Source: an optimization exercise on an open RTL-to-GDS flow (aim: small area, a short achievable clock period and few clock cycles per item). Production flows keep margins and buffers that such runs may drop.
RTL that was checked went through simulation tests only; none was proved equivalent to the original.
Function not checked in run 1: the RTL went through the layout flow alone.
Power figures rest on the tool's default switching activity, not on a simulated workload.

$ cat flow/config.mk
export PLATFORM = sky130hd
export DESIGN_NAME = alu_multicycle
export DESIGN_NICKNAME = alu_multicycle
export VERILOG_FILES = /design/flow/design.v
export SDC_FILE = /design/flow/constraint.sdc
export NUM_CORES = 4
export LEC_CHECK = 0
export CAP_MARGIN = 20
export CORE_MARGIN = 2
export CORE_UTILIZATION = 40
export GPL_TIMING_DRIVEN = 0
export SLEW_MARGIN = 20
$ cat flow/constraint.sdc
create_clock -name core_clock -period 5.5 [get_ports {clk}]
set_input_delay 1.1000 -clock core_clock [delete_from_list [all_inputs] [get_ports {clk}]]
set_output_delay 1.1000 -clock core_clock [all_outputs]
set_load 0.01 [all_outputs]
$ cat flow/design.v
module alu_multicycle #(
  parameter int WORD_SIZE = 32
) (
  input  logic                 clk,
  input  logic                 reset,
  input  logic                 start,
  input  logic [3:0]           alu_ctr,
  input  logic [WORD_SIZE-1:0] R2,
  input  logic [WORD_SIZE-1:0] R3,
  output logic [WORD_SIZE-1:0] alu_out,
  output logic [WORD_SIZE-1:0] hi_out,
  output logic                 zero,
  output logic                 div_zero,
  output logic                 busy,
  output logic                 done
);
  localparam int W = WORD_SIZE;
  localparam logic [3:0] OP_AND  = 4'b0000;
  localparam logic [3:0] OP_ADD  = 4'b0001;
  localparam logic [3:0] OP_SUB  = 4'b0010;
  localparam logic [3:0] OP_XOR  = 4'b0011;
  localparam logic [3:0] OP_NOR  = 4'b0100;
  localparam logic [3:0] OP_OR   = 4'b0101;
  localparam logic [3:0] OP_SLT  = 4'b0110;
  localparam logic [3:0] OP_SLTU = 4'b0111;
  localparam logic [3:0] OP_SLL  = 4'b1000;
  localparam logic [3:0] OP_SRL  = 4'b1001;
  localparam logic [3:0] OP_SRA  = 4'b1010;
  localparam logic [3:0] OP_MULU = 4'b1100;
  localparam logic [3:0] OP_DIVU = 4'b1101;
  localparam logic [1:0] S_IDLE = 2'd0;
  localparam logic [1:0] S_MUL  = 2'd1;
  localparam logic [1:0] S_DIV  = 2'd2;
  function automatic logic [5:0] lzc32(input logic [31:0] v);
    logic [15:0] v1; logic [15:0] p1;           
    logic [7:0]  v2; logic [15:0] p2;           
    logic [3:0]  v3; logic [11:0] p3;           
    logic [1:0]  v4; logic [7:0]  p4;           
    logic [4:0]  p5;
    for (int i = 0; i < 16; i++) begin
      v1[i] = v[2*i+1] | v[2*i];
      p1[i] = ~v[2*i+1];
    end
    for (int i = 0; i < 8; i++) begin
      v2[i] = v1[2*i+1] | v1[2*i];
      p2[2*i +: 2] = v1[2*i+1] ? {1'b0, p1[2*i+1]} : {1'b1, p1[2*i]};
    end
    for (int i = 0; i < 4; i++) begin
      v3[i] = v2[2*i+1] | v2[2*i];
      p3[3*i +: 3] = v2[2*i+1] ? {1'b0, p2[2*(2*i+1) +: 2]} : {1'b1, p2[2*(2*i) +: 2]};
    end
    for (int i = 0; i < 2; i++) begin
      v4[i] = v3[2*i+1] | v3[2*i];
      p4[4*i +: 4] = v3[2*i+1] ? {1'b0, p3[3*(2*i+1) +: 3]} : {1'b1, p3[3*(2*i) +: 3]};
    end
    p5 = v4[1] ? {1'b0, p4[7:4]} : {1'b1, p4[3:0]};
    lzc32 = (v4[1] | v4[0]) ? {1'b0, p5} : 6'd32;
  endfunction
  function automatic logic [40:0] add40(input logic [39:0] a, input logic [39:0] b, input logic cin);
    logic [39:0] g, p, gg, pp;
    logic [40:0] s;
    g  = a & b;
    p  = a ^ b;
    gg = g;
    pp = p;
    gg[0] = g[0] | (p[0] & cin);
    for (int l = 0; l < 6; l++) begin
      for (int i = 0; i < 40; i++) begin
        if (((i >> l) & 1) == 1) begin
          gg[i] = gg[i] | (pp[i] & gg[((i >> l) << l) - 1]);
          pp[i] = pp[i] & pp[((i >> l) << l) - 1];
        end
      end
    end
    s[0] = p[0] ^ cin;
    for (int i = 1; i < 40; i++) s[i] = p[i] ^ gg[i-1];
    s[40] = gg[39];
    add40 = s;
  endfunction
  function automatic logic [31:0] rev32(input logic [31:0] v);
    for (int i = 0; i < 32; i++) rev32[i] = v[31-i];
  endfunction
  logic [1:0]   state_q;
  logic [4:0]   cnt_q;
  logic [W-1:0] h_q, l_q;
  logic [W:0]   x_q;         
  logic [W-1:0] y_q;         
  logic [3:0]   dig_q;       
  logic         done_q, dz_q;
  logic [W:0]   sub_w;
  logic         ltu, lts;
  logic [W-1:0] single_res;
  logic [4:0]   shamt;
  logic         sh_left;
  logic [W-1:0] sh_in, sh_out, sh_res;
  logic        as_sub;
  logic [40:0] as_f;
  assign as_sub = (alu_ctr != OP_ADD);
  assign as_f   = add40({8'h00, R2}, {{8{as_sub}}, R3 ^ {W{as_sub}}}, as_sub);
  assign sub_w  = as_f[W:0];
  assign ltu   = sub_w[W];     
  assign lts   = (R2[W-1] ^ R3[W-1]) ? R2[W-1] : ltu;
  assign shamt = R3[4:0];
  assign sh_left = ~alu_ctr[0] & ~alu_ctr[1];
  assign sh_in   = sh_left ? rev32(R2) : R2;
  assign sh_out  = $unsigned($signed({alu_ctr[1] & R2[W-1], sh_in}) >>> shamt);
  assign sh_res  = sh_left ? rev32(sh_out) : sh_out;
  always_comb begin
    case (alu_ctr)
      OP_AND:  single_res = R2 & R3;
      OP_ADD:  single_res = as_f[W-1:0];
      OP_SUB:  single_res = sub_w[W-1:0];
      OP_XOR:  single_res = R2 ^ R3;
      OP_NOR:  single_res = ~(R2 | R3);
      OP_OR:   single_res = R2 | R3;
      OP_SLT:  single_res = {{(W-1){1'b0}}, lts};
      OP_SLTU: single_res = {{(W-1){1'b0}}, ltu};
      OP_SLL, OP_SRL, OP_SRA: single_res = sh_res;
      default: single_res = '0;
    endcase
  end
  logic [5:0]   lz_a, lz_b;
  logic         mul_swap;         
  logic [W-1:0] mcand;
  logic [2:0]   mlz;              
  logic         mul_zero;
  logic [5:0]   dshift_w;
  logic         div_short;        
  logic [W-1:0] mplier;
  logic [2:0]   mtop;             
  logic [3:0]   mdig;
  logic [W:0]   div_al;
  assign lz_a     = lzc32(R2);
  assign lz_b     = lzc32(R3);
  assign mul_swap = (lz_a[5:2] > lz_b[5:2]);
  assign mcand    = mul_swap ? R3 : R2;
  assign mlz      = mul_swap ? lz_a[4:2] : lz_b[4:2];
  assign mul_zero = lz_a[5] | lz_b[5];
  assign dshift_w  = lz_b - lz_a;
  assign div_short = (lz_a >= lz_b);
  assign mplier   = mul_swap ? R2 : R3;
  assign mtop     = ~mlz;
  assign mdig     = mplier[4*mtop +: 4];
  assign div_al   = {1'b0, R3} << (dshift_w[4:0] | 5'd1);
  logic [40:0]  mul_f;
  logic [3:0]   mul_d;
  logic [36:0]  mul_a0, mul_a1, mul_a2, mul_a3, mul_a4;
  logic [36:0]  mul_s1, mul_c1, mul_s2, mul_c2, mul_s3, mul_c3;
  logic [W+4:0] mul_lo;
  logic [W-5:0] mul_hi_inc;
  logic [W-1:0] mul_h;
  assign mul_d  = dig_q;
  assign mul_a0 = {1'b0, l_q, 4'b0000};
  assign mul_a1 = {37{mul_d[0]}} & {5'b0, x_q[W-1:0]};
  assign mul_a2 = {37{mul_d[1]}} & {4'b0, x_q[W-1:0], 1'b0};
  assign mul_a3 = {37{mul_d[2]}} & {3'b0, x_q[W-1:0], 2'b0};
  assign mul_a4 = {37{mul_d[3]}} & {2'b0, x_q[W-1:0], 3'b0};
  assign mul_s1 = mul_a0 ^ mul_a1 ^ mul_a2;
  assign mul_c1 = {(mul_a0[35:0] & mul_a1[35:0]) | (mul_a0[35:0] & mul_a2[35:0]) | (mul_a1[35:0] & mul_a2[35:0]), 1'b0};
  assign mul_s2 = mul_a3 ^ mul_a4 ^ mul_s1;
  assign mul_c2 = {(mul_a3[35:0] & mul_a4[35:0]) | (mul_a3[35:0] & mul_s1[35:0]) | (mul_a4[35:0] & mul_s1[35:0]), 1'b0};
  assign mul_s3 = mul_c1 ^ mul_c2 ^ mul_s2;
  assign mul_c3 = {(mul_c1[35:0] & mul_c2[35:0]) | (mul_c1[35:0] & mul_s2[35:0]) | (mul_c2[35:0] & mul_s2[35:0]), 1'b0};
  assign mul_f      = add40({3'b000, mul_s3}, {3'b000, mul_c3}, 1'b0);
  assign mul_lo     = mul_f[W+4:0];
  assign mul_hi_inc = h_q[W-5:0] + 1'b1;
  assign mul_h      = {mul_lo[W+4] ? mul_hi_inc : h_q[W-5:0], mul_lo[W+3:W]};
  logic [39:0] dv_a, dv_b, dv_c, dv_s, dv_cy;
  logic [40:0] div_f1, div_f2a, div_f2b;
  logic        div_q1, div_q2;
  logic [W-1:0] div_r2;
  assign dv_a    = {8'h00, h_q};
  assign dv_b    = {7'h7F, ~x_q};
  assign dv_c    = {8'hFF, ~x_q[W:1]};
  assign dv_s    = dv_a ^ dv_b ^ dv_c;
  assign dv_cy   = {(dv_a[38:0] & dv_b[38:0]) | (dv_a[38:0] & dv_c[38:0]) | (dv_b[38:0] & dv_c[38:0]), 1'b1};
  assign div_f1  = add40(dv_a, dv_b, 1'b1);
  assign div_f2a = add40(dv_a, dv_c, 1'b1);
  assign div_f2b = add40(dv_s, dv_cy, 1'b1);
  assign div_q1  = ~div_f1[39];
  assign div_q2  = div_q1 ? ~div_f2b[39] : ~div_f2a[39];
  always_comb begin
    case ({div_q1, div_q2})
      2'b00:   div_r2 = h_q;
      2'b01:   div_r2 = div_f2a[W-1:0];
      2'b10:   div_r2 = div_f1[W-1:0];
      default: div_r2 = div_f2b[W-1:0];
    endcase
  end
  logic last;
  assign last = (cnt_q == 5'd0);
  always_ff @(posedge clk) begin
    if (reset) begin
      state_q <= S_IDLE;
      done_q  <= 1'b0;
    end else begin
      done_q <= 1'b0;
      case (state_q)
        S_IDLE: if (start) begin
          case (alu_ctr)
            OP_MULU: begin
              if (!mul_zero) state_q <= S_MUL;
              else done_q <= 1'b1;
            end
            OP_DIVU: begin
              if (!(lz_b[5] | div_short)) state_q <= S_DIV;
              else done_q <= 1'b1;
            end
            default: done_q <= 1'b1;
          endcase
        end
        S_MUL, S_DIV: if (last) begin
          state_q <= S_IDLE;
          done_q  <= 1'b1;
        end
        default: state_q <= S_IDLE;
      endcase
    end
  end
  always_ff @(posedge clk) begin
    case (state_q)
      S_MUL: begin
        h_q   <= mul_h;
        l_q   <= mul_lo[W-1:0];
        dig_q <= y_q[4*(cnt_q[2:0] - 3'd1) +: 4];
        cnt_q <= cnt_q - 5'd1;
      end
      S_DIV: begin
        h_q   <= div_r2;
        l_q   <= {l_q[W-3:0], div_q1, div_q2};
        x_q   <= x_q >> 2;
        cnt_q <= cnt_q - 5'd1;
      end
      default: begin
        dz_q <= 1'b0;
        case (alu_ctr)
          OP_MULU: begin
            h_q   <= '0;
            l_q   <= '0;
            x_q   <= {1'b0, mcand};
            y_q   <= mplier;
            dig_q <= mdig;
            cnt_q <= {2'b00, mtop};
          end
          OP_DIVU: begin
            x_q   <= div_al;
            cnt_q <= {1'b0, dshift_w[4:1]};
            if (lz_b[5]) begin
              l_q  <= '1;
              h_q  <= R2;
              dz_q <= 1'b1;
            end else if (div_short) begin
              l_q <= {{(W-1){1'b0}}, ~ltu};
              h_q <= ltu ? R2 : sub_w[W-1:0];
            end else begin
              l_q <= '0;
              h_q <= R2;
            end
          end
          default: begin
            l_q <= single_res;
            h_q <= '0;
          end
        endcase
      end
    endcase
  end
  assign alu_out  = l_q;
  assign hi_out   = h_q;
  assign zero     = (l_q == '0);
  assign div_zero = dz_q;
  assign done     = done_q;
  assign busy     = (state_q != S_IDLE);
endmodule
$ cat flow/run.sh
#!/bin/bash
# synth_recipe.tcl (not shown) runs the flow's synth.tcl, then flattens the netlist and writes it again
# the make line also repeats each setting of config.mk as NAME=value (left out here)
make -C /OpenROAD-flow-scripts/flow DESIGN_CONFIG=/design/flow/config.mk WORK_HOME=/design/flow/orfs CLKGATE_MAP_FILE= SYNTH_SCRIPT=/design/flow/synth_recipe.tcl finish
==> results of run 1 <==
==> layout make-up <==
class | count | area, sq um | share of cell area
timing repair buffer | 214 | 2014 | 0.06476
clock inverter | 11 | 85.08 | 0.002735
inverter | 313 | 1187 | 0.03817
tap | 864 | 1081 | 0.03475
sequential | 142 | 3914 | 0.1258
clock buffer | 21 | 514.2 | 0.01653
buffer | 168 | 968.4 | 0.03113
antenna | 2 | 5.005 | 0.0001609
multi-input combinational | 2596 | 21340 | 0.6859
==> critical path, delay by kind of cell <==
| kind | cells | cell delay, ns |
|---|---|---|
| AOI/OAI and AO/OA | 8 | 1.90 |
| buffers and inverters | 5 | 1.41 |
| and+or+nand+nor | 5 | 0.66 |
| muxes | 1 | 0.34 |
| adders and majority gates | 1 | 0.26 |
==> cell usage after synthesis (all sizes together) (37+ instances only) <==
cell,instances
mux4,43
a21oi,264
xor2,60
and2,132
fa,147
o211ai,37
inv,311
xnor2,114
edfxtp,107
a211oi,61
nand3,56
o21ai,176
buf,47
nor3,46
a31oi,38
a221oi,39
ha,246
nand2,326
clkbuf,126
mux2i,124
nor2,217
==> metal layers <==
metal | track usage | routed length, microns
met2 | 0.5751 | 55480
met5 | 0 | 53
met4 | 0.2089 | 8987
met1 | 0.4861 | 51000
met3 | 0.08353 | 13790
==> cell usage in the layout (no fill, tap or decap), types with 91 or more instances in the layout <==
| cell type | count |
|---|---|
| o21ai_0 | 150 |
| ha_1 | 225 |
| xnor2_1 | 111 |
| nand2_1 | 323 |
| a21oi_1 | 240 |
| and2_1 | 120 |
| mux2i_1 | 114 |
| fa_1 | 143 |
| nor2_1 | 213 |
| inv_1 | 301 |
| clkdlybuf4s50_1 | 91 |
| edfxtp_1 | 107 |
==> path summary, 6_finish.rpt <==
path | from | to | cells after the start
worst min-delay path | state_q[1]$_SDFFE_PP0P_ | state_q[1]$_SDFFE_PP0P_ | 2
worst max register to register | dig_q[1]$_DFFE_PP_ | h_q[21]$_DFFE_PP_ | 20
worst min register to register | state_q[1]$_SDFFE_PP0P_ | state_q[1]$_SDFFE_PP0P_ | 2
worst max-delay path | R2[1] | h_q[19]$_DFFE_PP_ | 20
==> timing repair <==
action,in CTS,in global routing
setup endpoints to repair,123,77
pin swaps,23,63
endpoints found under the hold margin,0,0
gates cloned,1,1
resized for setup,213,170
buffers inserted,40,26
==> stage by stage <==
| step | std cells | setup WS [ns] |
|---|---|---|
| finish | 4331 | -0.02097 |
| global route | 4329 | -0.1414 |
| CTS | 4301 | 0.006387 |
| detailed placement | 4231 | -2.246 |
| global placement | 4224 | -2.297 |
| floorplan | 3224 | 0.01352 |
==> power by group <==
group / total [mW] / leakage (nW) / internal (mW) / switching [mW]
registers: 1.59 / 1.37 / 1.30 / 0.285
clock network: 1.22 / 0.302 / 0.680 / 0.539
logic: 6.80 / 11.4 / 2.79 / 4.01
total: 9.61 / 13.1 / 4.77 / 4.84
==> cell families after synthesis <==
logic type / share of synthesized area
xor gates and xnor gates: 0.05792
adders and majority gates: 0.2288
buffers and inverters: 0.07323
AOI/OAI and AO/OA: 0.2252
muxes: 0.09272
DFF: 0.1487
and+or+nand+nor: 0.1734
==> sequential cells by signal, summed over array words and instances, names as in the netlist <==
signal / flops
y_q: 32
dz_q: 1
h_q: 32
state_q: 2
done_q: 1
l_q: 32
dig_q: 4
cnt_q: 5
x_q: 33
==> results by group, run 1 <==
Clocking
  – Worst-path clk slew: 0.07 ns
  – Clock sinks: 142
  – Hold-fix buffers, CTS: 0
  – Insertion delay to the later sink of the worst-skew pair: 0.46 ns
  – Max clock buf depth: 2
  – CTS tree: built
  – H-tree depth: 4
  – Num CTS Buffers: 17
  – CTS Root Cell: clkbuf_16

Final layout
  – Area Growth Syn to Fin: 18.22%
  – Final instance area: 31110 sq um
  – Layout net count: 3916
  – Final core area utilization: 0.4757
  – Fill count: 6594
  – Layout cells sized above 1: 0.1299

Critical path
  – CP max-delay cell: dlygate4sd2_1
  – R2r setup slk: 0.01 ns
  – Worst-path fanout max: 10
  – Largest stage delay on the critical path: 0.67 ns
  – Crit start category: primary input
  – CP Capture Type: flop
  – CP arrival: 5.69 ns
  – Crit Path Class: primary input to flop
  – CP cell instances: dlygate4sd2_1, inv_1, o21ai_0, a221oi_1, nor2b_1, o41a_1, inv_1, ha_1, nand2b_1, a21oi_1, o21bai_1, a21oi_1, o21ai_2, nand3_1, mux2i_4, buf_8, buf_6, nor3_1, a31oi_2, nand4_1
  – CP Data Required Time: 5.67 ns

Global route
  – Vias in the first global route: 26.14k
  – First-pass GRT wire length: 182.6 mm
  – Gr ovfl total: 0
  – Initial antenna violation count: 7
  – GRT Util Overall: 0.3741
  – Largest net degree at the start of global routing: 26

Timing
  – Final min period: 5.521 ns
  – Final WS setup: -0.02097 ns
  – Slew Limit Headroom: 0.1696
  – Hold_ws: 0.5266 ns
  – F_max: 181.1 MHz
  – Clock Skew: 0.02540 ns
  – Tcrit/Tclk final: 1.004
  – Post-route setup TNS: -0.05848 ns
  – Final setup viols: 5
  – Final Max Tran Viols: 0
  – RSZ-0062 raised after global routing: true
  – Endpoints failing hold: 0
  – Slew @ Worst Pin: 1.246 ns

Power and ir drop
  – Leakage power: 13.05 nW
  – Power per cell area: 308.8 nW/um^2
  – Power Total: 9.607 mW
  – Max VDD drop: 0.0002341 V

Synthesis
  – Synthesis-stage register bit count: 142
  – Yosys top cell by area: edfxtp_1
  – FFs w/ async S/R, synth: 0
  – Gate Count Post-Synth: 3224
  – Post-synth EDFFs: 107
  – Top-area cell type share of the netlist area: 0.1221
  – Syn nets: 3688
  – Synth top area cells: edfxtp_1, ha_1, fa_1
  – Synth Flop Type: edfxtp_1
  – Avg Cell Area, Syn: 8.162 sq um
  – Yosys warns: 1
  – Synth unique cells: 101
  – Post-Syn Area: 26310 sq um
  – Seq/Total Area, Yosys: 0.1487

Placement
  – Post-DP Area: 28880 sq um
  – Placer Congestion: 1.106
  – IO buf count: 136
  – DP Wirelength: 103.1 mm

Detailed routing
  – Via count: 27.73k
  – Detailed Route WL: 129.3 mm
  – Vias/cell: 6.402
  – Post-DRT Antenna Nets: 0
  – # DRC: 0
  – WL per Instance: 29.86 microns
  – Initial DRC Count: 3854
  – Drt first pass iters: 7

Floorplanning
  – Die width: 260.5 microns
  – Rows: 94
  – Core ar.: 65390 sq um
  – Die height: 260.5 microns
  – Initial Util: 0.4024
  – I/O Pins: 139
  – DIE AREA: 67850 sq um

Outcome
  – SO Faults: negative setup slack
  – Status: finished with violations

Worst hold path
  – Type of the most critical hold path: flop to flop

Run
  – Total of max-cap violations: 0
==> run 2, diff against run 1 <==
--- a/flow/design.v
+++ b/flow/design.v
@@ -138,5 +138,5 @@
   assign mul_zero = lz_a[5] | lz_b[5];
   assign dshift_w  = lz_b - lz_a;
-  assign div_short = (lz_a >= lz_b);
+  assign div_short = (lz_a > lz_b);
   assign mplier   = mul_swap ? R2 : R3;
   assign mtop     = ~mlz;
@@ -246,15 +246,7 @@
             x_q   <= div_al;
             cnt_q <= {1'b0, dshift_w[4:1]};
-            if (lz_b[5]) begin
-              l_q  <= '1;
-              h_q  <= R2;
-              dz_q <= 1'b1;
-            end else if (div_short) begin
-              l_q <= {{(W-1){1'b0}}, ~ltu};
-              h_q <= ltu ? R2 : sub_w[W-1:0];
-            end else begin
-              l_q <= '0;
-              h_q <= R2;
-            end
+            h_q   <= R2;
+            l_q   <= {W{lz_b[5]}};
+            dz_q  <= lz_b[5];
           end
           default: begin
--- a/flow/config.mk
+++ b/flow/config.mk
@@ -9,4 +9,4 @@
 export CORE_MARGIN = 2
 export CORE_UTILIZATION = 40
-export GPL_TIMING_DRIVEN = 0
+export SETUP_SLACK_MARGIN = 0.8
 export SLEW_MARGIN = 20
==> run 2 against run 1 <==
  * Now clean on timing, DRC and antenna
  * Highest routed layer unchanged
  * Largest cell class unchanged
  * Core utilization is 4.9 points higher
  * Die area is 3.5% lower
  * Critical path type is now flop to flop
  * Sequential share of layout area is 0.71 points lower
==> results by group, run 2 <==
Final layout
  – Layout net count: 3922 (+0.15%)
  – Area Growth Syn to Fin: 29.95%
  – Largest Register: x_q
  – Fill count: 5974 (-9.4%)
  – Register Area: 3914 sq um (unchanged)
  – Multi-input logic area: 21260 sq um (-0.38%)
  – Commonest non-fill, non-tap cell in the layout: buf_4
  – Max reg flops: 33 (unchanged)
  – Layout cells sized above 1: 0.2305 (+0.1006)
  – Final cell count without fillers: 4319 (-0.28%)
  – Final core area utilization: 0.5244 (+0.04875)
  – Most frequent cells in the layout: buf_4, inv_1, nand2_1

Synthesis
  – Post-Syn Area: 25370 sq um (-3.6%)
  – Synth unique cells: 91 (-9.9%)
  – Yosys warns: 1 (unchanged)
  – Post-synth EDFFs: 107 (unchanged)
  – Gate Count Post-Synth: 3046 (-5.5%)
  – Synthesis-stage register bit count: 142 (unchanged)
  – Commonest cells in the netlist: inv_1, nand2_1, ha_1
  – Synth top area cells: edfxtp_1, ha_1, fa_1
  – Syn nets: 3510 (-4.8%)
  – Top-area cell type share of the netlist area: 0.1267 (+0.004560)
  – Synth Flop Type: edfxtp_1
  – Yosys top cell by area: edfxtp_1
  – FFs w/ async S/R, synth: 0 (unchanged)
  – Most frequent cell after synthesis: inv_1
  – Avg Cell Area, Syn: 8.328 sq um (+2.0%)
  – Seq/Total Area, Yosys: 0.1543 (+0.005554)

Critical path
  – CP arrival: 5.43 ns (-0.26 ns)
  – CP Data Required Time: 5.67 ns (about the same)
  – Worst r2r src: dig_q[0]$_DFFE_PP_
  – R2r endpoint: h_q[10]$_DFFE_PP_
  – Crit start category: flop
  – R2r setup slk: 0.24 ns (+0.23 ns)
  – Worst-path fanout max: 8 (-2)
  – Crit Path Class: flop to flop
  – R2r worst-path depth: 22 (+10%)
  – CP Capture Type: flop

Run
  – Total of max-cap violations: 0 (unchanged)

Clocking
  – Max clock buf depth: 2 (unchanged)
  – Insertion delay to the later sink of the worst-skew pair: 0.49 ns (+0.03 ns)
  – Hold-fix buffers, CTS: 0 (unchanged)
  – Worst-path clk slew: 0.08 ns (about the same)
  – CTS tree: built
  – CTS Root Cell: clkbuf_16
  – Num CTS Buffers: 17 (unchanged)
  – H-tree depth: 4 (unchanged)
  – Clock sinks: 142 (unchanged)

Detailed routing
  – Vias/cell: 6.206 (-3.1%)
  – Initial DRC Count: 3268 (-15%)
  – Detailed Route WL: 123.0 mm (-4.9%)
  – WL per Instance: 28.47 microns (-4.6%)
  – Post-DRT Antenna Nets: 0 (unchanged)
  – Drt first pass iters: 8 (+1)
  – # DRC: 0 (unchanged)
  – Via count: 26.81k (-3.3%)

Global route
  – Initial antenna violation count: 3 (-4)
  – GRT Max-Usage Layer: met2
  – Vias in the first global route: 26.12k (-0.096%)
  – GRT Util Overall: 0.3643 (-0.009826)
  – Gr ovfl total: 0 (unchanged)
  – Met3 global-route usage: 0.06427 (-0.01926)
  – Largest net degree at the start of global routing: 57 (+120%)
  – M2 GR Usage: 0.5698 (-0.005237)
  – Met1 Usage GRT: 0.4711 (-0.01503)
  – First-pass GRT wire length: 176.3 mm (-3.5%)

Worst hold path
  – Worst hold path cell count: 2 (unchanged)
  – Min-delay src: state_q[0]$_SDFFE_PP0P_
  – Type of the most critical hold path: flop to flop
  – Worst-case hold path end point: state_q[0]$_SDFFE_PP0P_

Floorplanning
  – I/O Pins: 139 (unchanged)
  – Die height: 255.8 microns (-1.8%)
  – Die width: 255.8 microns (-1.8%)
  – Rows: 92 (-2.1%)
  – Initial Util: 0.4036 (+0.001207)
  – Core ar.: 62850 sq um (-3.9%)
  – DIE AREA: 65440 sq um (-3.5%)

Timing
  – Final min period: 5.262 ns (-0.2590 ns)
  – Clock Skew: 0.01556 ns (-0.009843 ns)
  – Final WS setup: 0.2380 ns (+0.2590 ns)
  – F_max: 190.0 MHz (+4.9%)
  – Endpoints failing hold: 0 (unchanged)
  – RSZ-0062 raised after global routing: true
  – Final Max Tran Viols: 0 (unchanged)
  – Slew Limit Headroom: 0.2502 (+0.08054)
  – Slew @ Worst Pin: 1.119 ns (-0.1269 ns)
  – Tcrit/Tclk final: 0.9567 (-0.04708)
  – Final setup viols: 0 (-5)

Placement
  – Place WS: -0.3493 ns (+1.897 ns)
  – Cell total after placement: 4198 (-0.78%)
  – Placer Congestion: 1.011 (-8.6%)
  – DP Wirelength: 95.63 mm (-7.2%)
  – IO buf count: 138 (+1.5%)

Outcome
  – Status: timing/DRC/antenna clean

Power and ir drop
  – Power Total: 9.859 mW (+2.6%)
  – Power per cell area: 299.1 nW/um^2 (-3.1%)
  – Leakage power: 14.39 nW (+10%)
  – Max VDD drop: 0.0002482 V (+6.0%)
run 2: changes by cell type in the layout (fill, tap and decap cells not counted), sizes merged, moves of 16 or more:
cell          change
a21o             +19
a21oi            -22
buf             +289
clkbuf          -121
dlymetal6s2s     +16
inv              -17
nand2            -49
nor2             -39
o21ai            +22
run 2: worst max-delay path by stage:
stage / from / to / slack, ns / cells past startpoint
after global placement: R2[0] / dig_q[1]$_DFFE_PP_ / -0.40 / 20
after floorplan: dig_q[0]$_DFFE_PP_ / h_q[28]$_DFFE_PP_ / 0.67 / 17
after detailed placement: R3[21] / dig_q[1]$_DFFE_PP_ / -0.35 / 16
after CTS: dig_q[0]$_DFFE_PP_ / h_q[9]$_DFFE_PP_ / 0.37 / 20
final: dig_q[0]$_DFFE_PP_ / h_q[10]$_DFFE_PP_ / 0.24 / 22
after global routing: dig_q[0]$_DFFE_PP_ / h_q[10]$_DFFE_PP_ / 0.11 / 22
run 2: repair_timing:
item / 4_1_cts / 5_1_grt
gates resized for setup: 144 / 198
buffers inserted: 50 / 30
gates cloned: 4 / 3
setup endpoints to repair: 82 / 92
pin swaps: 48 / 97
run 2: routing by layer:
metal | vias up | routed length [microns]
met5 | - | 16
met4 | 2 | 8714
met3 | 346 | 11230
met2 | 1498 | 54510
met1 | 13150 | 48500
li1 | 11810 | -
run 2: stage by stage:
step	area (sq um)	hold slack [ns]	TNS (ns)
finish	32960	0.5387	0
CTS	31880	0.5451	0
floorplan	25770	0.4726	0
detailed placement	30290	0.5358	-2.560
global placement	30290	0.5026	-1.872
global route	32960	0.5694	0
run 2: cells by family (layout without fill, tap and decap cells):
logic type                 count (synthesis)  after routing  share of synthesized area
DFF                                      142            142                     0.1543
AOI/OAI and AO/OA                        869            870                     0.2241
buffers and inverters                    464            888                    0.07088
adders and majority gates                393            393                     0.2374
xor gates and xnor gates                 178            178                    0.06146
other                                      0              2                          0
and+or+nand+nor                          827            827                     0.1577
muxes                                    173            173                    0.09421
run 2: layout make-up:
type | instances | share of cell area
clock inverter | 15 | 0.004897
antenna | 2 | 0.0001518
timing repair buffer | 562 | 0.1526
tap | 846 | 0.03211
inverter | 294 | 0.03371
multi-input combinational | 2441 | 0.6449
sequential | 142 | 0.1187
clock buffer | 17 | 0.01291
run 2: report_power, final:
group	internal [mW]	total, mW	switching, mW
logic	3.11	7.11	4.00
clock network	0.610	1.22	0.612
registers	1.29	1.53	0.232
run 2: worst max-delay path, cell delays in order (launching register included):
cell	delay, ns
edfxtp_1	0.38
buf_6	0.15
buf_6	0.13
clkbuf_16	0.16
and2_4	0.14
fa_1	0.45
fa_1	0.49
inv_1	0.05
fa_1	0.49
inv_2	0.05
ha_4	0.27
o211a_1	0.17
o21ai_2	0.06
a31o_4	0.23
a211oi_4	0.27
buf_4	0.16
o211a_4	0.21
mux2i_4	0.30
a21boi_2	0.12
buf_4	0.16
and3_4	0.17
xnor2_1	0.16
o211ai_1	0.16
Testbench counts of run 2, summed over its fixed seeds: cycles 6,700, ops 3,200.
==> run 3, diff against run 2 <==
--- a/flow/config.mk
+++ b/flow/config.mk
@@ -9,4 +9,4 @@
 export CORE_MARGIN = 2
 export CORE_UTILIZATION = 40
-export SETUP_SLACK_MARGIN = 0.8
+export SETUP_SLACK_MARGIN = 0.3
 export SLEW_MARGIN = 20
==> run 3 against run 2 <==
  * Still clean
  * Sequential power hardly changed
  * First-iteration DRC count increased by 6.9%
  * Global-route usage grew 1.1 points
  * Sequential share of layout area up 0.11 points
  * Combinational power is 3.0% higher
  * Final cell count up 1.4%
  * Count of clock-buffer cells in the layout stayed put
  * Critical endpoint is now h_q[8]$_DFFE_PP_
  * Highest routed layer unchanged
==> results by group, run 3 <==
Detailed routing
  – Drt first pass iters: 9 (+1)
  – Initial DRC Count: 3495 (+6.9%)
  – WL per Instance: 28.80 microns (+1.2%)
  – # DRC: 0 (unchanged)
  – Detailed Route WL: 126.1 mm (+2.6%)
  – Vias/cell: 6.206 (about the same)
  – Via count: 27.18k (+1.4%)
  – Post-DRT Antenna Nets: 0 (unchanged)

Floorplanning
  – Core ar.: 62850 sq um (unchanged)
  – Initial Util: 0.4036 (unchanged)
  – Die height: 255.8 microns (unchanged)
  – Die width: 255.8 microns (unchanged)
  – I/O Pins: 139 (unchanged)
  – DIE AREA: 65440 sq um (unchanged)
  – Rows: 92 (unchanged)

Critical path
  – Worst-path fanout max: 5 (-3)
  – CP arrival: 5.49 ns (+0.06 ns)
  – CP Data Required Time: 5.76 ns (+0.09 ns)
  – Crit Path Class: flop to flop
  – Crit start category: flop
  – R2r setup slk: 0.27 ns (+0.04 ns)
  – CP Capture Type: flop

Synthesis
  – Synth top area cells: edfxtp_1, ha_1, fa_1
  – Post-Syn Area: 25370 sq um (unchanged)
  – Commonest cells in the netlist: inv_1, nand2_1, ha_1
  – Top-area cell type share of the netlist area: 0.1267 (unchanged)
  – Post-synth EDFFs: 107 (unchanged)
  – Synthesis-stage register bit count: 142 (unchanged)
  – Yosys warns: 1 (unchanged)
  – Most frequent cell after synthesis: inv_1
  – Syn nets: 3510 (unchanged)
  – Synth unique cells: 91 (unchanged)
  – Avg Cell Area, Syn: 8.328 sq um (unchanged)
  – Yosys top cell by area: edfxtp_1
  – Seq/Total Area, Yosys: 0.1543 (unchanged)
  – FFs w/ async S/R, synth: 0 (unchanged)
  – Synth Flop Type: edfxtp_1
  – Gate Count Post-Synth: 3046 (unchanged)

Timing
  – Final setup viols: 0 (unchanged)
  – Slew Limit Headroom: 0.1613 (-0.08883)
  – Slew @ Worst Pin: 1.245 ns (+0.1262 ns)
  – F_max: 191.3 MHz (+0.68%)
  – Endpoints failing hold: 0 (unchanged)
  – Tcrit/Tclk final: 0.9503 (-0.006439)
  – Final min period: 5.227 ns (-0.03542 ns)
  – Post-route setup TNS: 0 ns (unchanged)
  – Hold_ws: 0.5375 ns (-0.001202 ns)
  – Final WS setup: 0.2734 ns (+0.03542 ns)
  – RSZ-0062 raised after global routing: true
  – Clock Skew: 0.01674 ns (+0.001178 ns)
  – Final Max Tran Viols: 0 (unchanged)

Clocking
  – Max clock buf depth: 2 (unchanged)
  – CTS Root Cell: clkbuf_16
  – Num CTS Buffers: 17 (unchanged)
  – Clock sinks: 142 (unchanged)
  – H-tree depth: 4 (unchanged)
  – Worst-path clk slew: 0.07 ns (about the same)
  – CTS tree: built
  – Insertion delay to the later sink of the worst-skew pair: 0.50 ns (about the same)

Final layout
  – Most frequent cells in the layout: buf_4, inv_1, nand2_1
  – Fill count: 5978 (+0.067%)
  – Largest Register: x_q
  – Area Growth Syn to Fin: 28.80%
  – Multi-input logic area: 20690 sq um (-2.7%)
  – Layout cells sized above 1: 0.2186 (-0.01188)
  – Final core area utilization: 0.5198 (-0.004619)
  – Max reg flops: 33 (unchanged)
  – Layout net count: 3979 (+1.5%)
  – Commonest non-fill, non-tap cell in the layout: buf_4
  – Register Area: 3914 sq um (unchanged)

Power and ir drop
  – Switching share of power: 0.4888 (-0.002420)
  – Power Total: 10.01 mW (+1.6%)
  – Leakage power: 14.24 nW (-1.0%)
  – Register share of total power: 0.151 (-0.004)
  – Combinational power share: 0.731 (+0.010)
  – Switch Pwr: 4.896 mW (+1.1%)
  – Clock power share: 0.118 (-0.006)
  – Internal power: 5.119 mW (+2.1%)
  – Power per cell area: 306.5 nW/um^2 (+2.5%)
  – Max VDD drop: 0.0002760 V (+11%)

Global route
  – Vias in the first global route: 25.99k (-0.51%)
  – Gr ovfl total: 0 (unchanged)
  – GRT Util Overall: 0.3750 (+0.01066)
  – Largest net degree at the start of global routing: 65 (+14%)
  – First-pass GRT wire length: 180.1 mm (+2.1%)
  – Initial antenna violation count: 7 (+4)

Outcome
  – Status: timing/DRC/antenna clean

Placement
  – Placer Congestion: 1.027 (+1.6%)
  – DP Wirelength: 101.9 mm (+6.5%)
  – IO buf count: 138 (unchanged)
  – Place WS: -0.4480 ns (-0.09864 ns)

Run
  – Total of max-cap violations: 0 (unchanged)

Worst hold path
  – Type of the most critical hold path: flop to flop
-- run 3: repair_timing --
| action | 4_1_cts | 5_1_grt |
|---|---|---|
| cloned | 2 | 4 |
| hold buffers | 0 | 0 |
| pin swaps | 29 | 86 |
| setup endpoints to repair | 53 | 68 |
| setup buffers | 22 | 11 |
| gates resized for setup | 64 | 142 |
-- run 3: path summary, 6_finish.rpt --
| path | start | endpoint | cells after the start |
|---|---|---|---|
| worst min register to register | state_q[0]$_SDFFE_PP0P_ | state_q[0]$_SDFFE_PP0P_ | 2 |
| worst min-delay path | state_q[0]$_SDFFE_PP0P_ | state_q[0]$_SDFFE_PP0P_ | 2 |
| worst max register to register | dig_q[0]$_DFFE_PP_ | h_q[8]$_DFFE_PP_ | 22 |
| worst max-delay path | dig_q[0]$_DFFE_PP_ | h_q[8]$_DFFE_PP_ | 22 |
-- run 3: cell families after synthesis --
logic type / count (synthesis) / synth area share
AOI/OAI and AO/OA: 869 / 0.2241
xor gates and xnor gates: 178 / 0.06146
adders and majority gates: 393 / 0.2374
buffers and inverters: 464 / 0.07088
DFF: 142 / 0.1543
muxes: 173 / 0.09421
and+or+nand+nor: 827 / 0.1577
-- run 3: layer usage --
layer  GRT usage  part of all wire  vias up
met4      0.1699             0.053        2
met1      0.5097              0.41    13270
met5           0           0.00010        -
li1            -                 -    11920
met3     0.08903              0.11      321
met2      0.5639              0.43     1660
-- run 3: critical path: stages (launching register included) --
cell and delay, ns:
edfxtp_1 0.37, buf_6 0.16, clkbuf_16 0.17, and2_1 0.16, fa_1 0.50, fa_1 0.54, inv_1 0.05, fa_1 0.52
inv_1 0.06, ha_4 0.28, and4_4 0.22, buf_4 0.12, nand2b_4 0.07, a211oi_2 0.19, buf_4 0.17, o211a_4 0.22
mux2i_1 0.09, buf_4 0.17, a21boi_4 0.29, buf_6 0.15, xnor2_1 0.10, o22ai_1 0.10, a211o_1 0.26
-- run 3: power groups by stage --
| stage | Clock [mW] | Combinational [mW] | Sequential, mW |
|---|---|---|---|
| floorplan | 0 | 3.64 | 1.49 |
| global placement | 0 | 6.13 | 1.54 |
| detailed placement | 0 | 6.25 | 1.54 |
| CTS | 1.19 | 6.73 | 1.50 |
| global route | 1.23 | 7.89 | 1.52 |
| finish | 1.18 | 7.32 | 1.51 |
-- run 3: cell type report --
cell class              count  area share
multi-input cells        2440      0.6332
repair buffers            620      0.1637
flip-flops and latches    142      0.1198
inverters                 294     0.03378
well taps                 846     0.03240
clock buffers              17     0.01302
clock inverters            14    0.003676
diodes                      6   0.0004596
-- run 3: stage by stage --
step,std cells,cell area (sq um)
finish,4379,32670
global placement,4303,30740
floorplan,3046,25370
CTS,4358,31870
global route,4373,32660
detailed placement,4303,30740
==> run 4, diff against run 3 <==
--- a/flow/design.v
+++ b/flow/design.v
@@ -86,5 +86,5 @@
   logic [W:0]   x_q;         
   logic [W-1:0] y_q;         
-  logic [3:0]   dig_q;       
+  logic [4:0]   dig_q;       
   logic         done_q, dz_q;
   logic [W:0]   sub_w;
@@ -129,5 +129,6 @@
   logic [W-1:0] mplier;
   logic [2:0]   mtop;             
-  logic [3:0]   mdig;
+  logic [4:0]   mdig;
+  logic [W:0]   mplier_x, y_x;
   logic [W:0]   div_al;
   assign lz_a     = lzc32(R2);
@@ -141,29 +142,37 @@
   assign mplier   = mul_swap ? R2 : R3;
   assign mtop     = ~mlz;
-  assign mdig     = mplier[4*mtop +: 4];
+  assign mplier_x = {mplier, 1'b0};
+  assign mdig     = mplier_x[4*mtop +: 5];
   assign div_al   = {1'b0, R3} << (dshift_w[4:0] | 5'd1);
   logic [40:0]  mul_f;
-  logic [3:0]   mul_d;
-  logic [36:0]  mul_a0, mul_a1, mul_a2, mul_a3, mul_a4;
-  logic [36:0]  mul_s1, mul_c1, mul_s2, mul_c2, mul_s3, mul_c3;
-  logic [W+4:0] mul_lo;
-  logic [W-5:0] mul_hi_inc;
-  logic [W-1:0] mul_h;
-  assign mul_d  = dig_q;
-  assign mul_a0 = {1'b0, l_q, 4'b0000};
-  assign mul_a1 = {37{mul_d[0]}} & {5'b0, x_q[W-1:0]};
-  assign mul_a2 = {37{mul_d[1]}} & {4'b0, x_q[W-1:0], 1'b0};
-  assign mul_a3 = {37{mul_d[2]}} & {3'b0, x_q[W-1:0], 2'b0};
-  assign mul_a4 = {37{mul_d[3]}} & {2'b0, x_q[W-1:0], 3'b0};
-  assign mul_s1 = mul_a0 ^ mul_a1 ^ mul_a2;
-  assign mul_c1 = {(mul_a0[35:0] & mul_a1[35:0]) | (mul_a0[35:0] & mul_a2[35:0]) | (mul_a1[35:0] & mul_a2[35:0]), 1'b0};
-  assign mul_s2 = mul_a3 ^ mul_a4 ^ mul_s1;
-  assign mul_c2 = {(mul_a3[35:0] & mul_a4[35:0]) | (mul_a3[35:0] & mul_s1[35:0]) | (mul_a4[35:0] & mul_s1[35:0]), 1'b0};
-  assign mul_s3 = mul_c1 ^ mul_c2 ^ mul_s2;
-  assign mul_c3 = {(mul_c1[35:0] & mul_c2[35:0]) | (mul_c1[35:0] & mul_s2[35:0]) | (mul_c2[35:0] & mul_s2[35:0]), 1'b0};
-  assign mul_f      = add40({3'b000, mul_s3}, {3'b000, mul_c3}, 1'b0);
-  assign mul_lo     = mul_f[W+4:0];
-  assign mul_hi_inc = h_q[W-5:0] + 1'b1;
-  assign mul_h      = {mul_lo[W+4] ? mul_hi_inc : h_q[W-5:0], mul_lo[W+3:W]};
+  logic [4:0]   mul_w;
+  logic         b1_neg, b1_one, b1_two, b0_neg, b0_one, b0_two;
+  logic [32:0]  b1_mag, b0_mag;
+  logic [39:0]  mul_r0, mul_r1, mul_r2, mul_s, mul_c;
+  logic [2:0]   mul_cy;
+  logic [W-6:0] mul_up, mul_up_inc, mul_up_dec;
+  logic [W-1:0] mul_h, mul_l;
+  assign mul_w  = dig_q;
+  assign y_x    = {y_q, 1'b0};
+  assign b1_neg = mul_w[4] & ~(mul_w[3] & mul_w[2]);
+  assign b1_one = mul_w[3] ^ mul_w[2];
+  assign b1_two = (mul_w[4] & ~mul_w[3] & ~mul_w[2]) | (~mul_w[4] & mul_w[3] & mul_w[2]);
+  assign b0_neg = mul_w[2] & ~(mul_w[1] & mul_w[0]);
+  assign b0_one = mul_w[1] ^ mul_w[0];
+  assign b0_two = (mul_w[2] & ~mul_w[1] & ~mul_w[0]) | (~mul_w[2] & mul_w[1] & mul_w[0]);
+  assign b1_mag = ({33{b1_one}} & {1'b0, x_q[W-1:0]}) | ({33{b1_two}} & {x_q[W-1:0], 1'b0});
+  assign b0_mag = ({33{b0_one}} & {1'b0, x_q[W-1:0]}) | ({33{b0_two}} & {x_q[W-1:0], 1'b0});
+  assign mul_r0 = {3'b000, h_q[0], l_q, 1'b0, b1_neg, 1'b0, b0_neg};
+  assign mul_r1 = {40{b0_neg}} ^ {7'b0, b0_mag};
+  assign mul_r2 = {{38{b1_neg}} ^ {5'b0, b1_mag}, 2'b00};
+  assign mul_s  = mul_r0 ^ mul_r1 ^ mul_r2;
+  assign mul_c  = {(mul_r0[38:0] & mul_r1[38:0]) | (mul_r0[38:0] & mul_r2[38:0]) | (mul_r1[38:0] & mul_r2[38:0]), 1'b0};
+  assign mul_f  = add40(mul_s, mul_c, 1'b0);
+  assign mul_cy     = mul_f[39:37];
+  assign mul_up     = h_q[W-5:1];
+  assign mul_up_inc = mul_up + 1'b1;
+  assign mul_up_dec = mul_up - 1'b1;
+  assign mul_h      = {mul_cy[2] ? mul_up_dec : mul_cy[0] ? mul_up_inc : mul_up, mul_f[36:32]};
+  assign mul_l      = mul_f[31:0];
   logic [39:0] dv_a, dv_b, dv_c, dv_s, dv_cy;
   logic [40:0] div_f1, div_f2a, div_f2b;
@@ -222,6 +231,6 @@
       S_MUL: begin
         h_q   <= mul_h;
-        l_q   <= mul_lo[W-1:0];
-        dig_q <= y_q[4*(cnt_q[2:0] - 3'd1) +: 4];
+        l_q   <= mul_l;
+        dig_q <= y_x[4*(cnt_q[2:0] - 3'd1) +: 5];
         cnt_q <= cnt_q - 5'd1;
       end
@@ -237,5 +246,5 @@
           OP_MULU: begin
             h_q   <= '0;
-            l_q   <= '0;
+            l_q   <= mdig[4] ? mcand : '0;
             x_q   <= {1'b0, mcand};
             y_q   <= mplier;
==> run 4 against run 3 <==
  * Still clean
  * First-iteration DRC count increased by 8.5%
  * Synthesized cell count increased by 6.3%
  * Global-route usage decreased by 0.81 points
  * Core utilization increased by 0.068 points
  * Cell area increased by 0.50%
  * Critical path type is now primary input to flop
  * Largest power group unchanged
==> results by group, run 4 <==
Synthesis
  – Commonest cells in the netlist: a21oi_1, nor2_1, inv_1
  – Synth Area in XOR/XNOR: 0.07659 (+0.01513)
  – Post-Syn Area: 25500 sq um (+0.54%)
  – Yosys warns: 1 (unchanged)
  – Synth Flop Type: edfxtp_1
  – Post-synth EDFFs: 108 (+0.93%)
  – Synth top area cells: edfxtp_1, ha_1, fa_1
  – Gate Count Post-Synth: 3239 (+6.3%)
  – Synth unique cells: 89 (-2.2%)
  – Yosys top cell by area: edfxtp_1
  – Synth Area in Adders: 0.1928 (-0.04454)
  – FFs w/ async S/R, synth: 0 (unchanged)
  – Syn nets: 3649 (+4.0%)
  – Most frequent cell after synthesis: a21oi_1
  – Simple-gate share of the synthesized area: 0.1615 (+0.003818)
  – Mux cell area share after synthesis: 0.08684 (-0.007373)
  – Synthesis-stage register bit count: 143 (+0.70%)
  – Seq/Total Area, Yosys: 0.1546 (+0.0003524)
  – Post-synthesis compound-gate area fraction: 0.2556 (+0.03153)
  – Top-area cell type share of the netlist area: 0.1272 (+0.0005001)
  – Largest family of logic cells by synthesized area: compound AO/OA/AOI/OAI gates
  – Avg Cell Area, Syn: 7.873 sq um (-5.5%)

Critical path
  – Crit Path Class: primary input to flop
  – Largest stage delay on the critical path: 0.64 ns (+0.10 ns)
  – CP arrival: 5.57 ns (+0.08 ns)
  – CP Data Required Time: 5.87 ns (+0.11 ns)
  – Worst-path fanout max: 8 (+3)
  – Crit start category: primary input
  – R2r setup slk: 0.40 ns (+0.13 ns)
  – CP cell instances: clkdlybuf4s50_1, inv_2, nand4_1, or4_4, inv_4, ha_4, and3_4, a22oi_2, buf_12, buf_4, nor2_1, a21oi_1, o22ai_1, a211oi_1, buf_4, or3_4, buf_12, clkbuf_16, o2111ai_1, o32a_1
  – CP Capture Type: flop
  – CP max-delay cell: or4_4
  – Crit path max-delay family: buffers and inverters
  – CP bufs+invs: 8 (unchanged)

Floorplanning
  – I/O Pins: 139 (unchanged)
  – DIE AREA: 65790 sq um (+0.53%)
  – Die height: 256.5 microns (+0.26%)
  – Die width: 256.5 microns (+0.26%)
  – Initial Util: 0.4043 (+0.0006891)
  – Rows: 92 (unchanged)
  – Core ar.: 63080 sq um (+0.37%)

Placement
  – DP Wirelength: 97.92 mm (-3.9%)
  – Place WS: -0.5132 ns (-0.06518 ns)
  – Post-DP Area: 30750 sq um (about the same)
  – Cell total after placement: 4452 (+3.5%)
  – IO buf count: 138 (unchanged)
  – Placer Congestion: 1.020 (-0.76%)

Global route
  – GRT Util Overall: 0.3668 (-0.008110)
  – Gr ovfl total: 0 (unchanged)
  – First-pass GRT wire length: 179.5 mm (-0.31%)
  – Vias in the first global route: 26.47k (+1.8%)
  – Largest net degree at the start of global routing: 95 (+46%)
  – Initial antenna violation count: 4 (-3)

Final layout
  – Final instance area: 32830 sq um (+0.50%)
  – Largest Register: x_q
  – Layout net count: 4078 (+2.5%)
  – Final core area utilization: 0.5205 (+0.0006810)
  – Register Area: 3944 sq um (+0.77%)
  – Area Growth Syn to Fin: 28.75% (about the same)
  – Final cell count without fillers: 4527 (+3.4%)
  – Multi-input logic area: 20760 sq um (+0.35%)
  – Max reg flops: 33 (unchanged)
  – Commonest non-fill, non-tap cell in the layout: buf_4
  – Fill count: 6139 (+2.7%)
  – N_diodes: 0 (-6)
  – Layout cells sized above 1: 0.2005 (-0.01811)
  – Most frequent cells in the layout: buf_4, nor2_1, inv_1

Clocking
  – H-tree depth: 4 (unchanged)
  – Clock sinks: 143 (+0.70%)
  – Worst-path clk slew: 0.07 ns (about the same)
  – Insertion delay to the later sink of the worst-skew pair: 0.48 ns (-0.02 ns)
  – CTS Root Cell: clkbuf_16
  – Max clock buf depth: 2 (unchanged)
  – CTS tree: built
  – Num CTS Buffers: 17 (unchanged)

Detailed routing
  – Detailed Route WL: 125.2 mm (-0.70%)
  – Via count: 28.37k (+4.4%)
  – WL per Instance: 27.66 microns (-4.0%)
  – Drt first pass iters: 7 (-2)
  – # DRC: 0 (unchanged)
  – Post-DRT Antenna Nets: 0 (unchanged)
  – Initial DRC Count: 3792 (+8.5%)
  – Vias/cell: 6.267 (+0.97%)

Timing
  – Tcrit/Tclk final: 0.9455 (-0.004747)
  – Final setup viols: 0 (unchanged)
  – Hold_ws: 0.5225 ns (-0.01502 ns)
  – Endpoints failing hold: 0 (unchanged)
  – Final Max Tran Viols: 0 (unchanged)
  – F_max: 192.3 MHz (+0.50%)
  – Slew Limit Headroom: 0.2392 (+0.07783)
  – Final WS setup: 0.2995 ns (+0.02611 ns)
  – Final min period: 5.200 ns (-0.02611 ns)
  – Post-route setup TNS: 0 ns (unchanged)
  – Clock Skew: 0.01659 ns (-0.0001444 ns)
  – RSZ-0062 raised after global routing: true
  – Slew @ Worst Pin: 1.139 ns (-0.1063 ns)

Run
  – Total of max-cap violations: 0 (unchanged)

Power and ir drop
  – Power Total: 11.07 mW (+11%)
  – Power per cell area: 337.2 nW/um^2 (+10%)
  – Leakage power: 14.23 nW (about the same)
  – Max VDD drop: 0.0002482 V (-10%)

Worst hold path
  – Type of the most critical hold path: flop to flop

Outcome
  – Status: timing/DRC/antenna clean
==> run 4: changes by cell type after synthesis, sizes merged, moves of 17 or more <==
cell / before / now
a22oi: 24 / 85
and2: 125 / 17
a21oi: 241 / 286
nor3: 34 / 55
clkbuf: 132 / 176
or4: 0 / 17
xnor2: 117 / 178
nor2: 178 / 283
fa: 147 / 90
==> run 4: where the power goes <==
group          total (mW)  switching [mW]  internal (mW)
Sequential           1.57           0.260           1.31
Clock                1.20           0.548          0.652
Combinational        8.30            4.69           3.61
Total                11.1            5.50           5.57
==> run 4: final cells by class <==
type / count / area share
Timing Repair Buffer: 617 / 0.1661
Sequential cell: 143 / 0.1201
Multi-Input combinational cell: 2609 / 0.6322
Clock buffer: 21 / 0.01406
Inverter: 280 / 0.03209
Clock inverter: 11 / 0.003163
Tap cell: 846 / 0.03224
==> run 4: cell families after synthesis <==
logic type               count (synthesis)
AO/OA/AOI/OAI                          998
AND/OR/NAND/NOR                        878
buffers and inverters                  487
adder cells (fa/ha/maj)                339
XOR/XNOR                               223
multiplexers                           171
flip-flops                             143
==> run 4: per-layer routing <==
metal,GRT usage,up-vias,wire (microns),part of all wire
li1,-,12710,-,-
met1,0.4901,13420,49600,0.40
met2,0.5450,1857,52340,0.42
met3,0.08531,370,14390,0.11
met4,0.2027,6,8872,0.071
met5,0,-,31,0.00025
==> run 4: repair_timing <==
| action | CTS | global route |
|---|---|---|
| setup buffers | 10 | 23 |
| endpoints found under the setup margin | 87 | 96 |
| resized for setup | 26 | 188 |
| gates cloned | 2 | 8 |
| hold buffers | 0 | 0 |
| pin swaps | 3 | 63 |
==> run 4: path summary, 6_finish.rpt <==
kind / from / to / cells past startpoint
setup / recovery: R2[19] / l_q[29]$_DFF_P_ / 20
setup reg to reg: dig_q[2]$_DFFE_PP_ / h_q[7]$_DFFE_PP_ / 25
hold / removal: state_q[0]$_SDFFE_PP0P_ / state_q[0]$_SDFFE_PP0P_ / 2
hold reg to reg: state_q[0]$_SDFFE_PP0P_ / state_q[0]$_SDFFE_PP0P_ / 2
==> run 4: tightest hold or removal path: cells and delay by family, from the launching register on <==
family             cells  cell delay (ns)
DFF                    1             0.34
and+or+nand+nor        1             0.08
AOI/OAI and AO/OA      1             0.05
Testbench counts of run 4, summed over its fixed seeds: cycles 6,700, ops 3,200.
==> run 5, diff against run 4 <==
--- a/flow/config.mk
+++ b/flow/config.mk
@@ -9,4 +9,5 @@
 export CORE_MARGIN = 2
 export CORE_UTILIZATION = 40
+export GPL_TIMING_DRIVEN = 0
 export SETUP_SLACK_MARGIN = 0.3
 export SLEW_MARGIN = 20
==> run 5 against run 4 <==
  * Wire length is 4.4% higher
  * Critical endpoint is now x_q[26]$_DFFE_PP_
  * Synthesized area stayed put
  * First-iteration DRC count is 3.1% higher
  * Sequential share of layout area is 0.40 points higher
  * Highest routed layer unchanged
  * Critical path type unchanged
  * Die area stayed put
  * Count of clock-buffer cells in the layout is 3 lower
  * Non-clock buffer count is 164 lower
  * Largest cell class unchanged
  * Via count is 0.73% lower
  * Total power is 1.1% lower
  * Combinational power is 2% lower
==> results by group, run 5 <==
Outcome
  – Status: timing/DRC/antenna clean

Worst hold path
  – Type of the most critical hold path: flop to flop
  – Worst hold path cell count: 2 (unchanged)

Clocking
  – Insertion delay to the later sink of the worst-skew pair: 0.50 ns (+0.02 ns)
  – Worst-path clk slew: 0.07 ns (about the same)
  – Hold-fix buffers, CTS: 0 (unchanged)
  – Clock sinks: 143 (unchanged)
  – Num CTS Buffers: 17 (unchanged)
  – CTS Root Cell: clkbuf_16
  – CTS tree: built
  – H-tree depth: 4 (unchanged)
  – Max clock buf depth: 2 (unchanged)

Detailed routing
  – Vias/cell: 6.453 (+3.0%)
  – Drt first pass iters: 6 (-1)
  – Initial DRC Count: 3911 (+3.1%)
  – WL per Instance: 29.95 microns (+8.3%)
  – # DRC: 0 (unchanged)
  – Detailed Route WL: 130.7 mm (+4.4%)
  – Via count: 28.16k (-0.73%)
  – Post-DRT Antenna Nets: 0 (unchanged)

Floorplanning
  – Core ar.: 63080 sq um (unchanged)
  – DIE AREA: 65790 sq um (unchanged)
  – I/O Pins: 139 (unchanged)
  – Die width: 256.5 microns (unchanged)
  – Die height: 256.5 microns (unchanged)
  – Initial Util: 0.4043 (unchanged)
  – Rows: 92 (unchanged)

Synthesis
  – Syn nets: 3649 (unchanged)
  – Synth top area cells: edfxtp_1, ha_1, fa_1
  – Post-synth EDFFs: 108 (unchanged)
  – Commonest cells in the netlist: a21oi_1, nor2_1, inv_1
  – Synth Flop Type: edfxtp_1
  – FFs w/ async S/R, synth: 0 (unchanged)
  – Post-Syn Area: 25500 sq um (unchanged)
  – Synthesis-stage register bit count: 143 (unchanged)
  – Yosys top cell by area: edfxtp_1
  – Avg Cell Area, Syn: 7.873 sq um (unchanged)
  – Top-area cell type share of the netlist area: 0.1272 (unchanged)
  – Seq/Total Area, Yosys: 0.1546 (unchanged)
  – Synth unique cells: 89 (unchanged)
  – Gate Count Post-Synth: 3239 (unchanged)
  – Yosys warns: 1 (unchanged)
  – Most frequent cell after synthesis: a21oi_1

Final layout
  – Max reg flops: 33 (unchanged)
  – Largest Register: x_q
  – Layout cells sized above 1: 0.1726 (-0.02790)
  – Layout net count: 3914 (-4.0%)
  – Most frequent cells in the layout: nor2_1, inv_1, nand2_1
  – Commonest non-fill, non-tap cell in the layout: nor2_1
  – Area Growth Syn to Fin: 24.63%

Power and ir drop
  – Power Total: 10.95 mW (-1.1%)
  – Switching share of power: 0.5239 (+0.02727)
  – Power per cell area: 344.7 nW/um^2 (+2.2%)
  – Leakage power: 13.16 nW (-7.5%)
  – Max VDD drop: 0.0003077 V (+24%)
  – Switch Pwr: 5.739 mW (+4.4%)
  – Register share of total power: 0.147 (+0.005)
  – Internal power: 5.216 mW (-6.4%)
  – Clock power share: 0.111 (+0.003)
  – Combinational power share: 0.743 (-0.007)

Critical path
  – Crit Path Class: primary input to flop
  – R2r worst-path depth: 14 (-44%)
  – CP Capture Type: flop
  – CP arrival: 5.47 ns (-0.10 ns)
  – Crit start category: primary input
  – Largest stage delay on the critical path: 0.50 ns (-0.14 ns)
  – Worst-path fanout max: 10 (+2)
  – CP Data Required Time: 5.72 ns (-0.15 ns)
  – CP max-delay cell: dlygate4sd2_1
  – CP cell instances: dlygate4sd2_1, inv_1, o21ai_0, a221oi_1, o221a_2, mux2i_4, ha_1, inv_1, fa_2, xor2_4, buf_12, buf_4, buf_8, a21oi_4, mux2i_2, a211oi_2, a211oi_2, nor3_2, a21oi_1

Timing
  – RSZ-0062 raised after global routing: true
  – Slew @ Worst Pin: 1.148 ns (+0.009469 ns)
  – Final setup viols: 0 (unchanged)
  – Final Max Tran Viols: 0 (unchanged)
  – Final WS setup: 0.2488 ns (-0.05074 ns)
  – Final min period: 5.251 ns (+0.05074 ns)
  – Post-route setup TNS: 0 ns (unchanged)
  – Endpoints failing hold: 0 (unchanged)
  – Slew Limit Headroom: 0.2321 (-0.007107)
  – Tcrit/Tclk final: 0.9548 (+0.009225)
  – Clock Skew: 0.01064 ns (-0.005955 ns)
  – F_max: 190.4 MHz (-0.97%)

Global route
  – Vias in the first global route: 26.51k (+0.14%)
  – GRT Util Overall: 0.3844 (+0.01754)
  – Initial antenna violation count: 3 (-1)
  – First-pass GRT wire length: 185.1 mm (+3.1%)
  – Largest net degree at the start of global routing: 27 (-72%)
  – Gr ovfl total: 0 (unchanged)

Run
  – Total of max-cap violations: 0 (unchanged)

Placement
  – Place WS: -2.674 ns (-2.161 ns)
  – DP Wirelength: 102.4 mm (+4.5%)
  – Placer Congestion: 1.041 (+2.1%)
  – IO buf count: 135 (-2.2%)
-- run 5: cell type report --
class,count,area (sq um)
diodes,1,2.502
plain buffers,206,1414
inverters,280,1066
multi-input cells,2609,21500
clock buffers,18,450.4
clock inverters,14,138.9
well taps,846,1059
fillers,6279,31300
flip-flops and latches,143,3944
repair buffers,247,2210
-- run 5: cell families after synthesis --
group / synth area share
AOI/OAI and AO/OA: 0.2556
and+or+nand+nor: 0.1615
DFF: 0.1546
xor gates and xnor gates: 0.07659
buffers and inverters: 0.07197
adders and majority gates: 0.1928
muxes: 0.08684
-- run 5: path summary, 6_finish.rpt --
kind,to,slack (ns),from
setup / recovery,x_q[26]$_DFFE_PP_,0.25,R3[17]
setup reg to reg,h_q[4]$_DFFE_PP_,0.38,h_q[2]$_DFFE_PP_
hold reg to reg,state_q[1]$_SDFFE_PP0P_,0.53,state_q[1]$_SDFFE_PP0P_
hold / removal,state_q[1]$_SDFFE_PP0P_,0.53,state_q[1]$_SDFFE_PP0P_
-- run 5: metrics by stage --
step | utilization | instance area (sq um) | hold WS (ns) | std cells
2_1_floorplan | - | 25530 | 0.4723 | 3239
3_3_place_gp | 0.4429 | 27940 | 0.4982 | 4220
3_5_place_dp | 0.4445 | 28040 | 0.5060 | 4226
4_1_cts | 0.4847 | 30580 | 0.5153 | 4314
5_1_grt | 0.5038 | 31780 | 0.5461 | 4363
6_report | 0.5038 | 31780 | 0.5284 | 4364
-- run 5: routing by layer --
metal  wire, microns  share of wire  GRT usage  vias to the layer above
met5             178         0.0014          0                        -
met4           11060          0.085     0.2666                        6
met3           14080           0.11    0.07869                      455
met2           54000           0.41     0.5647                     1826
met1           51380           0.39     0.5047                    13480
li1                -              -          -                    12390
-- run 5: what timing repair did --
action,4_1_cts,5_1_grt
setup endpoints to repair,167,119
setup buffers,57,49
resized for setup,489,275
pin swaps,48,74
-- run 5: worst max-delay path, delay by kind of cell --
family,cells,cell delay [ns]
AO/OA/AOI/OAI,7,1.34
AND/OR/NAND/NOR,1,0.37
adder cells (fa/ha/maj),2,0.67
multiplexers,2,0.36
buffers and inverters,6,1.38
XOR/XNOR,1,0.22
-- run 5: power by group through the flow --
| stage | Clock (mW) | Combinational (mW) | Sequential, mW |
|---|---|---|---|
| after floorplan | 0 | 4.58 | 1.51 |
| after global placement | 0 | 6.80 | 1.62 |
| after detailed placement | 0 | 6.79 | 1.61 |
| after CTS | 1.21 | 7.33 | 1.58 |
| after global routing | 1.25 | 8.62 | 1.60 |
| final | 1.21 | 8.13 | 1.61 |
==> run 6, diff against run 5 <==
--- a/flow/config.mk
+++ b/flow/config.mk
@@ -8,5 +8,5 @@
 export CAP_MARGIN = 20
 export CORE_MARGIN = 2
-export CORE_UTILIZATION = 40
+export CORE_UTILIZATION = 50
 export GPL_TIMING_DRIVEN = 0
 export SETUP_SLACK_MARGIN = 0.3
==> run 6 against run 5 <==
  * Setup slack got worse by 0.11 ns
  * Count of clock-buffer cells in the layout grew 6
  * Critical path type unchanged
  * Non-clock buffer count is 6 higher
  * Sequential share of layout area is 0.10 points higher
  * Wire length increased by 5.2%
==> results by group, run 6 <==
Synthesis
  – Synthesis-stage register bit count: 143 (unchanged)
  – Synth Flop Type: edfxtp_1
  – Post-synth EDFFs: 108 (unchanged)
  – Synth unique cells: 89 (unchanged)
  – Yosys warns: 1 (unchanged)
  – Top-area cell type share of the netlist area: 0.1272 (unchanged)
  – Post-Syn Area: 25500 sq um (unchanged)
  – FFs w/ async S/R, synth: 0 (unchanged)
  – Seq/Total Area, Yosys: 0.1546 (unchanged)
  – Synth top area cells: edfxtp_1, ha_1, fa_1
  – Commonest cells in the netlist: a21oi_1, nor2_1, inv_1

Power and ir drop
  – Power Total: 10.85 mW (-0.93%)
  – Power per cell area: 344.3 nW/um^2 (-0.12%)
  – Max VDD drop: 0.0002817 V (-8.5%)

Final layout
  – Area Growth Syn to Fin: 23.62%
  – Commonest non-fill, non-tap cell in the layout: nor2_1
  – Max reg flops: 33 (unchanged)
  – Most frequent cells in the layout: nor2_1, inv_1, nand2_1
  – Final instance area: 31530 sq um (-0.81%)
  – Final core area utilization: 0.6271 (+0.1232)
  – Fill count: 4426 (-30%)
  – Layout cells sized above 1: 0.1740 (+0.001409)
  – Final cell count without fillers: 4210 (-3.5%)
  – Largest Register: x_q

Timing
  – Slew @ Worst Pin: 1.182 ns (+0.03405 ns)
  – Slew Limit Headroom: 0.2020 (-0.03011)
  – Final Max Tran Viols: 0 (unchanged)
  – Final setup viols: 0 (unchanged)
  – Hold_ws: 0.5262 ns (-0.002186 ns)
  – F_max: 186.6 MHz (-2.0%)
  – Final min period: 5.360 ns (+0.1083 ns)
  – Final WS setup: 0.1405 ns (-0.1083 ns)
  – Tcrit/Tclk final: 0.9745 (+0.01969)
  – Clock Skew: 0.01619 ns (+0.005549 ns)
  – Endpoints failing hold: 0 (unchanged)

Critical path
  – CP arrival: 5.72 ns (+0.25 ns)
  – CP bufs+invs: 8 (+2)
  – CP Data Required Time: 5.86 ns (+0.14 ns)
  – CP max-delay cell: clkdlybuf4s15_2
  – Crit Path Class: primary input to flop
  – CP cell instances: clkdlybuf4s15_2, nor4_4, nand2_1, nor2_2, or4_4, inv_4, ha_4, and3_4, a22oi_2, buf_12, buf_8, clkbuf_8, a21oi_1, o22ai_2, a211oi_2, buf_4, or3_4, buf_12, buf_12, o32a_1, a31oi_2
  – Crit path max-delay family: buffers and inverters

Detailed routing
  – Detailed Route WL: 137.5 mm (+5.2%)
  – Via count: 30.22k (+7.3%)
  – Vias/cell: 7.177 (+11%)
  – Highest Signal Layer: met5
  – # DRC: 0 (unchanged)
  – M1 wire length: 47.76 mm (-7.1%)

Global route
  – GRT Util Overall: 0.5001 (+0.1157)
  – Vias in the first global route: 28.05k (+5.8%)
  – Largest net degree at the start of global routing: 33 (+22%)
  – First-pass GRT wire length: 193.2 mm (+4.4%)
  – Gr ovfl total: 0 (unchanged)
  – Initial antenna violation count: 13 (+10)

Clocking
  – CTS Root Cell: clkbuf_16
  – Insertion delay to the later sink of the worst-skew pair: 0.46 ns (-0.04 ns)
  – Num CTS Buffers: 17 (unchanged)
  – Worst-path clk slew: 0.07 ns (about the same)
  – Max clock buf depth: 2 (unchanged)
  – CTS tree: built
  – H-tree depth: 4 (unchanged)

Placement
  – Place WS: -2.230 ns (+0.4446 ns)
  – Placer Congestion: 1.153 (+11%)

Run
  – Total of max-cap violations: 0 (unchanged)

Outcome
  – Status: timing/DRC/antenna clean

Floorplanning
  – I/O Pins: 139 (unchanged)
  – Core ar.: 50270 sq um (-20%)
  – Die height: 229.8 microns (-10%)
  – Initial Util: 0.5073 (+0.1030)
  – Die width: 229.8 microns (-10%)
  – DIE AREA: 52830 sq um (-20%)
## run 6: worst paths after layout
path	from	cells past startpoint	to	slack (ns)
setup / recovery	R2[3]	21	l_q[9]$_DFF_P_	0.14
hold / removal	state_q[1]$_SDFFE_PP0P_	2	state_q[1]$_SDFFE_PP0P_	0.53
setup reg to reg	x_q[8]$_DFFE_PP_	14	h_q[23]$_DFFE_PP_	0.33
hold reg to reg	state_q[1]$_SDFFE_PP0P_	2	state_q[1]$_SDFFE_PP0P_	0.53
## run 6: logic make-up (layout without fill, tap and decap cells)
logic type,Yosys count,in the layout,share of synthesized area
AO/OA/AOI/OAI,998,998,0.2556
AND/OR/NAND/NOR,878,878,0.1615
buffers and inverters,487,771,0.07197
adder cells (fa/ha/maj),339,339,0.1928
XOR/XNOR,223,223,0.07659
multiplexers,171,171,0.08684
flip-flops,143,143,0.1546
other,0,15,0
## run 6: per-layer routing
layer / GRT usage / vias to the layer above
li1: - / 12450
met1: 0.6048 / 14320
met2: 0.7348 / 2676
met3: 0.1636 / 764
met4: 0.3839 / 10
met5: 0 / -
## run 6: worst reg2reg max path: stages, from the launching register on
cell	delay, ns
edfxtp_1	0.72
inv_1	0.28
ha_1	0.37
o21a_1	0.13
o21ai_1	0.11
or3_1	0.45
nor3_1	0.40
o21ai_2	0.10
buf_4	0.18
o32ai_4	0.70
nor2_1	0.20
buf_1	0.39
a221oi_1	0.52
nor2_1	0.07
a221o_1	0.31
## run 6: what timing repair did
item | CTS | global route
setup buffers | 51 | 59
pin swaps | 39 | 68
setup endpoints to repair | 166 | 131
hold buffers | 0 | 0
gates resized for setup | 496 | 310
cloned | 1 | 1
## run 6: where the power goes
| group | switching (mW) | internal (mW) |
|---|---|---|
| clock | 0.529 | 0.688 |
| sequential | 0.269 | 1.31 |
| combinational | 4.83 | 3.22 |
## run 6: final cells by class
class                      count  area (sq um)  share of cell area
clock inverter                 8         63.81            0.002024
multi-input combinational   2609         21360              0.6777
buffer                       207          1510             0.04790
clock buffer                  24         535.5             0.01699
sequential                   143          3944              0.1251
tap                          672         840.8             0.02667
inverter                     280          1066             0.03381
antenna                       15         37.54            0.001191
timing repair buffer         252          2163             0.06862

Re-timed with assumed drivers on the ports (clkbuf_16 on the clock, buf_2 on other inputs), run 6 has 0.186 ns of setup slack against 0.140 ns with ideal ports, and -0.337 ns once port delays also move by the mid clock arrival of 0.523 ns.
